Source: an optimization exercise on an open RTL-to-GDS flow (aim: small area). Production flows keep margins and buffers that such runs may drop. Where RTL was checked, it was by simulation tests only, not by an equivalence proof against the original. The clock port is modelled as an ideal driver; clocking choices that lean on that would not hold on a real chip. Power figures rest on the tool's default switching activity, not on a simulated workload.

## seq_mac_unit
module seq_mac_unit #(
    parameter int N                  = 41,
    parameter int CLK_DIV_MULTIPLIER = 50
) (
    input  logic           clk_i,
    input  logic           rst_i,
    input  logic           MUL_Start_STRB_i,
    input  logic [2*N-1:0] a_i,
    input  logic [2*N-1:0] b_i,
    input  logic [2*N-1:0] acc_i,
    output logic           MUL_Done_STRB_o,
    output logic [2*N-1:0] out_o,
    output logic           busy_o
);
Size: ~490 cells after synthesis, about 180 flip-flops, about 330 I/O pins, about 6000 um2 of cells after synthesis.
==> module seq_mac_unit, before the edit <==
module seq_mac_unit #(
    parameter int N                  = 41,
    parameter int CLK_DIV_MULTIPLIER = 50
) (
    input  logic           clk_i,
    input  logic           rst_i,
    input  logic           MUL_Start_STRB_i,
    input  logic [2*N-1:0] a_i,
    input  logic [2*N-1:0] b_i,
    input  logic [2*N-1:0] acc_i,
    output logic           MUL_Done_STRB_o,
    output logic [2*N-1:0] out_o,
    output logic           busy_o
);
    localparam int W    = 2 * N;
    localparam int LAT  = N * CLK_DIV_MULTIPLIER + 1;  
    localparam int P    = N + 1;                       
    localparam int WORK = N * P + N;                   
    localparam int WAIT = LAT - WORK;                  
    localparam int NPL  = (WAIT + P - 1) / P;          
    localparam logic [5:0] S_INIT = 6'(64 - NPL);
    localparam int AR = WAIT % P;
    localparam int HR = (WAIT + N * P) % N;
    logic          busy_q, done_q;
    logic          t2_q;
    logic [1:0]    q3_q;
    logic [2:0]    q7_q;
    logic [5:0]    s_q;
    logic          c_q;
    logic [N-1:0]  h_q, l_q;
    logic [N:0]    a_q;        
    logic [N-1:0]  ah_q;       
    logic [N:0]    a_ld;
    logic [N-1:0]  ah_ld;
    logic last, p_last, p_sign, in_mul, in_fin, sub, pre, pol;
    logic a0, ah0, h0, x, sum, maj, s41;
    logic unused_upper_s;
    assign unused_upper_s = ^{a_i[W-1:N], b_i[W-1:N]};
    assign p_last = t2_q & ~q3_q[0] & (q7_q == 3'b001);                
    assign p_sign = ~t2_q & q3_q[1] & q3_q[0] & (q7_q == 3'b100);      
    assign in_mul = ~s_q[5] | (~s_q[4] & ~(s_q[3] & s_q[0]));  
    assign in_fin = s_q[5] & ~s_q[4] & s_q[3] & s_q[0];        
    assign sub    = s_q[5] & ~s_q[4] & s_q[3] & ~s_q[0];       
    assign pre    = s_q[5] & ~s_q[3] & s_q[2] & s_q[1] & s_q[0];  
    assign last   = in_fin & p_sign;
    assign pol    = ~t2_q;    
    assign a0  = a_q[0] ^ pol;
    assign ah0 = ah_q[0] ^ pol;
    assign h0  = h_q[0];
    assign x   = in_mul ? ((l_q[0] & a0) ^ sub) : ah0;
    assign sum = h0 ^ x ^ c_q;
    assign maj = (h0 & x) | (c_q & (h0 ^ x));
    assign s41 = h0 ^ x ^ maj;      
    always_ff @(posedge clk_i or posedge rst_i) begin
        if (rst_i) begin
            busy_q <= 1'b0;
            done_q <= 1'b0;
        end else begin
            busy_q <= (MUL_Start_STRB_i & ~busy_q) | (busy_q & ~last);
            done_q <= busy_q & last;
        end
    end
    always_ff @(posedge clk_i) begin
        if (!busy_q) begin
            t2_q <= 1'b0;
            q3_q <= 2'b01;
            q7_q <= 3'b001;
            s_q  <= S_INIT;
        end else begin
            t2_q <= ~t2_q;
            q3_q <= {q3_q[0], q3_q[1] ^ q3_q[0]};
            q7_q <= {q7_q[1:0], q7_q[2] ^ q7_q[1]};
            s_q  <= s_q + {5'd0, p_last};
        end
    end
    for (genvar i = 0; i <= N; i++) begin : g_a_ld
        if (((i + P - AR) % P) == N) begin : g_acc40
            assign a_ld[i] = acc_i[N-1];
        end else begin : g_a
            assign a_ld[i] = a_i[(i + P - AR) % P];
        end
    end
    for (genvar i = 0; i < N; i++) begin : g_ah_ld
        assign ah_ld[i] = acc_i[N + ((i + N - HR) % N)];
    end
    logic [N:0]   a_d;
    logic [N-1:0] ah_d;
    for (genvar i = 0; i <= N; i++) begin : g_a
        smac_ring u_r (.sel(busy_q), .a(a_q[(i + 1) % (N + 1)]), .b(a_ld[i]), .y(a_d[i]));
    end
    for (genvar i = 0; i < N; i++) begin : g_ah
        smac_ring u_r (.sel(busy_q), .a(ah_q[(i + 1) % N]), .b(ah_ld[i]), .y(ah_d[i]));
    end
    always_ff @(posedge clk_i) begin
        a_q  <= a_d;
        ah_q <= ah_d;
    end
    always_ff @(posedge clk_i) begin
        if (p_last) begin
            c_q <= pre | (sub & a0);
        end else if (p_sign & in_mul) begin
            c_q <= s41;
        end else begin
            c_q <= maj;
        end
    end
    logic sel_ld, sel_step, sel_sh, sel_hold, sel_lhold, h_top;
    logic [N-1:0] h_d, l_d, h_nx, l_nx;
    assign sel_ld    = MUL_Start_STRB_i & ~busy_q;
    assign sel_step  = busy_q & in_mul & p_last;
    assign sel_sh    = busy_q & ~(s_q[5] & s_q[4]);    
    assign sel_hold  = ~(sel_ld | sel_sh);
    assign sel_lhold = ~(sel_ld | sel_step);
    assign h_top     = p_last ? c_q : sum;
    assign h_nx      = {h_top, h_q[N-1:1]};
    assign l_nx      = {h_q[0], l_q[N-1:1]};
    for (genvar i = 0; i < N; i++) begin : g_hl
        smac_sel3 u_h (.ld(sel_ld), .sh(sel_sh), .hd(sel_hold),
                       .a(acc_i[i]), .b(h_nx[i]), .c(h_q[i]), .y(h_d[i]));
        smac_sel3 u_l (.ld(sel_ld), .sh(sel_step), .hd(sel_lhold),
                       .a(b_i[i]), .b(l_nx[i]), .c(l_q[i]), .y(l_d[i]));
    end
    always_ff @(posedge clk_i) begin
        h_q <= h_d;
        l_q <= l_d;
    end
    assign out_o           = {h_q, l_q};
    assign MUL_Done_STRB_o = done_q;
    assign busy_o          = busy_q;
endmodule
export LEC_CHECK = 0
export CAP_MARGIN = 0
export CORE_MARGIN = 2
export CORE_UTILIZATION = 40
export SLEW_MARGIN = 0
export SYNTH_HIERARCHICAL = 1
export SYNTH_MINIMUM_KEEP_SIZE = 0
create_clock -name core_clock -period 10.0 [get_ports {clk_i}]
standard.sh (not shown) runs the stock make flow with config.mk's settings and CLKGATE_MAP_FILE= SYNTH_SCRIPT=/design/flow/synth_recipe.tcl, a recipe that flattens the netlist after the stock synthesis.
==> flow/flow/run.sh <==
#!/bin/bash
# Standard ORFS layout (the standard.sh, standard synthesis unchanged) with
# changes of cell choice only: the port buffers are the smallest buffer, the
# clock tree is built from clkbuf_8 without dummy loads, and after CTS each
# clock buffer is downsized where the flip-flop clock slew stays low.
set -euo pipefail
export BUFFER_PORTS_ARGS="-buffer_cell sky130_fd_sc_hd__buf_1"
export CTS_ARGS="-sink_clustering_enable -repair_clock_nets -dont_use_dummy_load -buf_list sky130_fd_sc_hd__clkbuf_8 -root_buf sky130_fd_sc_hd__clkbuf_8"
export POST_CTS_TCL="$PWD/flow/downsize.tcl"
bash standard.sh > standard.log 2>&1
==> flow/flow/downsize.tcl <==
# Downsize clock buffers to clkbuf_4 (then clkbuf_2) where the flip-flop clock
# pins they drive keep a slew under the limit (placement parasitics).
proc ctsd_worst_clk_slew {} {
  set worst 0
  foreach pin [get_pins -hierarchical */CLK] {
    set s [get_property $pin slew_max]
    if {$s > $worst} {set worst $s}
  }
  return $worst
}
set ctsd_limit 0.110
estimate_parasitics -placement
foreach size {4 2} {
  foreach inst [get_cells *] {
    set m [get_property $inst ref_name]
    if {![string match "sky130_fd_sc_hd__clkbuf_*" $m]} continue
    set cur [string range $m [expr [string last _ $m]+1] end]
    if {$cur <= $size} continue
    replace_cell $inst sky130_fd_sc_hd__clkbuf_$size
    estimate_parasitics -placement
    if {[ctsd_worst_clk_slew] > $ctsd_limit} {
      replace_cell $inst $m
      estimate_parasitics -placement
    } else {
      puts "CTSD [get_property $inst name] $m -> clkbuf_$size"
    }
  }
}
puts "CTSD worst clock slew [ctsd_worst_clk_slew]"
detailed_placement
check_placement
Change:
--- a/flow/design.v
+++ b/flow/design.v
@@ -18,13 +18,16 @@
     localparam int WORK = N * P + N;                   
     localparam int WAIT = LAT - WORK;                  
-    localparam int NPL  = (WAIT + P - 1) / P;          
+    localparam int P0   = (P - (WAIT % P)) % P;        
+    localparam int NPL  = (WAIT + P0) / P;             
+    localparam logic [5:0] P_INIT = 6'(P0);
     localparam logic [5:0] S_INIT = 6'(64 - NPL);
+    localparam logic [5:0] P_LAST = 6'(P - 1);
+    localparam logic [5:0] P_SIGN = 6'(N - 1);
+    localparam logic [5:0] S_SUB  = 6'(N - 1);         
+    localparam logic [5:0] S_FIN  = 6'(N);             
     localparam int AR = WAIT % P;
     localparam int HR = (WAIT + N * P) % N;
     logic          busy_q, done_q;
-    logic          t2_q;
-    logic [1:0]    q3_q;
-    logic [2:0]    q7_q;
-    logic [5:0]    s_q;
+    logic [5:0]    p_q, s_q;
     logic          c_q;
     logic [N-1:0]  h_q, l_q;
@@ -37,6 +40,6 @@
     logic unused_upper_s;
     assign unused_upper_s = ^{a_i[W-1:N], b_i[W-1:N]};
-    assign p_last = t2_q & ~q3_q[0] & (q7_q == 3'b001);                
-    assign p_sign = ~t2_q & q3_q[1] & q3_q[0] & (q7_q == 3'b100);      
+    assign p_last = p_q[5] & p_q[3] & p_q[0];                  
+    assign p_sign = p_q[5] & p_q[3] & ~p_q[0];                 
     assign in_mul = ~s_q[5] | (~s_q[4] & ~(s_q[3] & s_q[0]));  
     assign in_fin = s_q[5] & ~s_q[4] & s_q[3] & s_q[0];        
@@ -44,5 +47,5 @@
     assign pre    = s_q[5] & ~s_q[3] & s_q[2] & s_q[1] & s_q[0];  
     assign last   = in_fin & p_sign;
-    assign pol    = ~t2_q;    
+    assign pol    = ~p_q[0];    
     assign a0  = a_q[0] ^ pol;
     assign ah0 = ah_q[0] ^ pol;
@@ -63,13 +66,11 @@
     always_ff @(posedge clk_i) begin
         if (!busy_q) begin
-            t2_q <= 1'b0;
-            q3_q <= 2'b01;
-            q7_q <= 3'b001;
-            s_q  <= S_INIT;
+            p_q <= P_INIT;
+            s_q <= S_INIT;
+        end else if (p_last) begin
+            p_q <= 6'd0;
+            s_q <= s_q + 6'd1;
         end else begin
-            t2_q <= ~t2_q;
-            q3_q <= {q3_q[0], q3_q[1] ^ q3_q[0]};
-            q7_q <= {q7_q[1:0], q7_q[2] ^ q7_q[1]};
-            s_q  <= s_q + {5'd0, p_last};
+            p_q <= p_q + 6'd1;
         end
     end
Effect: The new run completed with no timing, DRC or antenna violations. Power came out lower by 0.33%. Cell count came out higher by 2.4%. Combinational power came out lower by 9.2%. Core utilization came out lower by 1.0 points. Area after synthesis came out higher by 2.0%. Cell area came out higher by 1.4%. Wire length came out higher by 5.4%. Die area came out higher by 1.9%. Setup slack is better by 0.16 ns. Synthesized cell count came out higher by 5.1%. Clock skew came out lower by 0.022 ns.
No functional check of the RTL was part of the second run of this note.

[what the ideal ports hide]
The results above use ideal ports. As a check the final layouts listed here were re-extracted and re-timed, cells and wires unchanged. Step 1: set_driving_cell puts a clkbuf_16 on clk_i and a buf_2 on each other input, an assumption about the parent block. Step 2 times the ports against the registers' clock, not the clock port: input delays grow and output delays shrink by t, the midpoint of the rising clock arrivals with the driver on. a / b / c = ideal ports / drivers / drivers and shift; a / b = the first two.
run | t, ns | setup slack, ns | hold WS [ns] | slew at the worst register clock pin (ns)
the first run | 0.585 | 6.280 / 6.247 / 5.839 | 0.396 / 0.396 / 0.396 | 0.10 / 0.10
the second run | 0.587 | 6.436 / 6.450 / 5.864 | 0.398 / 0.398 / 0.398 | 0.10 / 0.10
After both steps setup and hold are still met in every run listed. For the second run, which loses most, drivers alone change the setup slack by +0.014 ns; drivers and shift together by -0.572 ns.
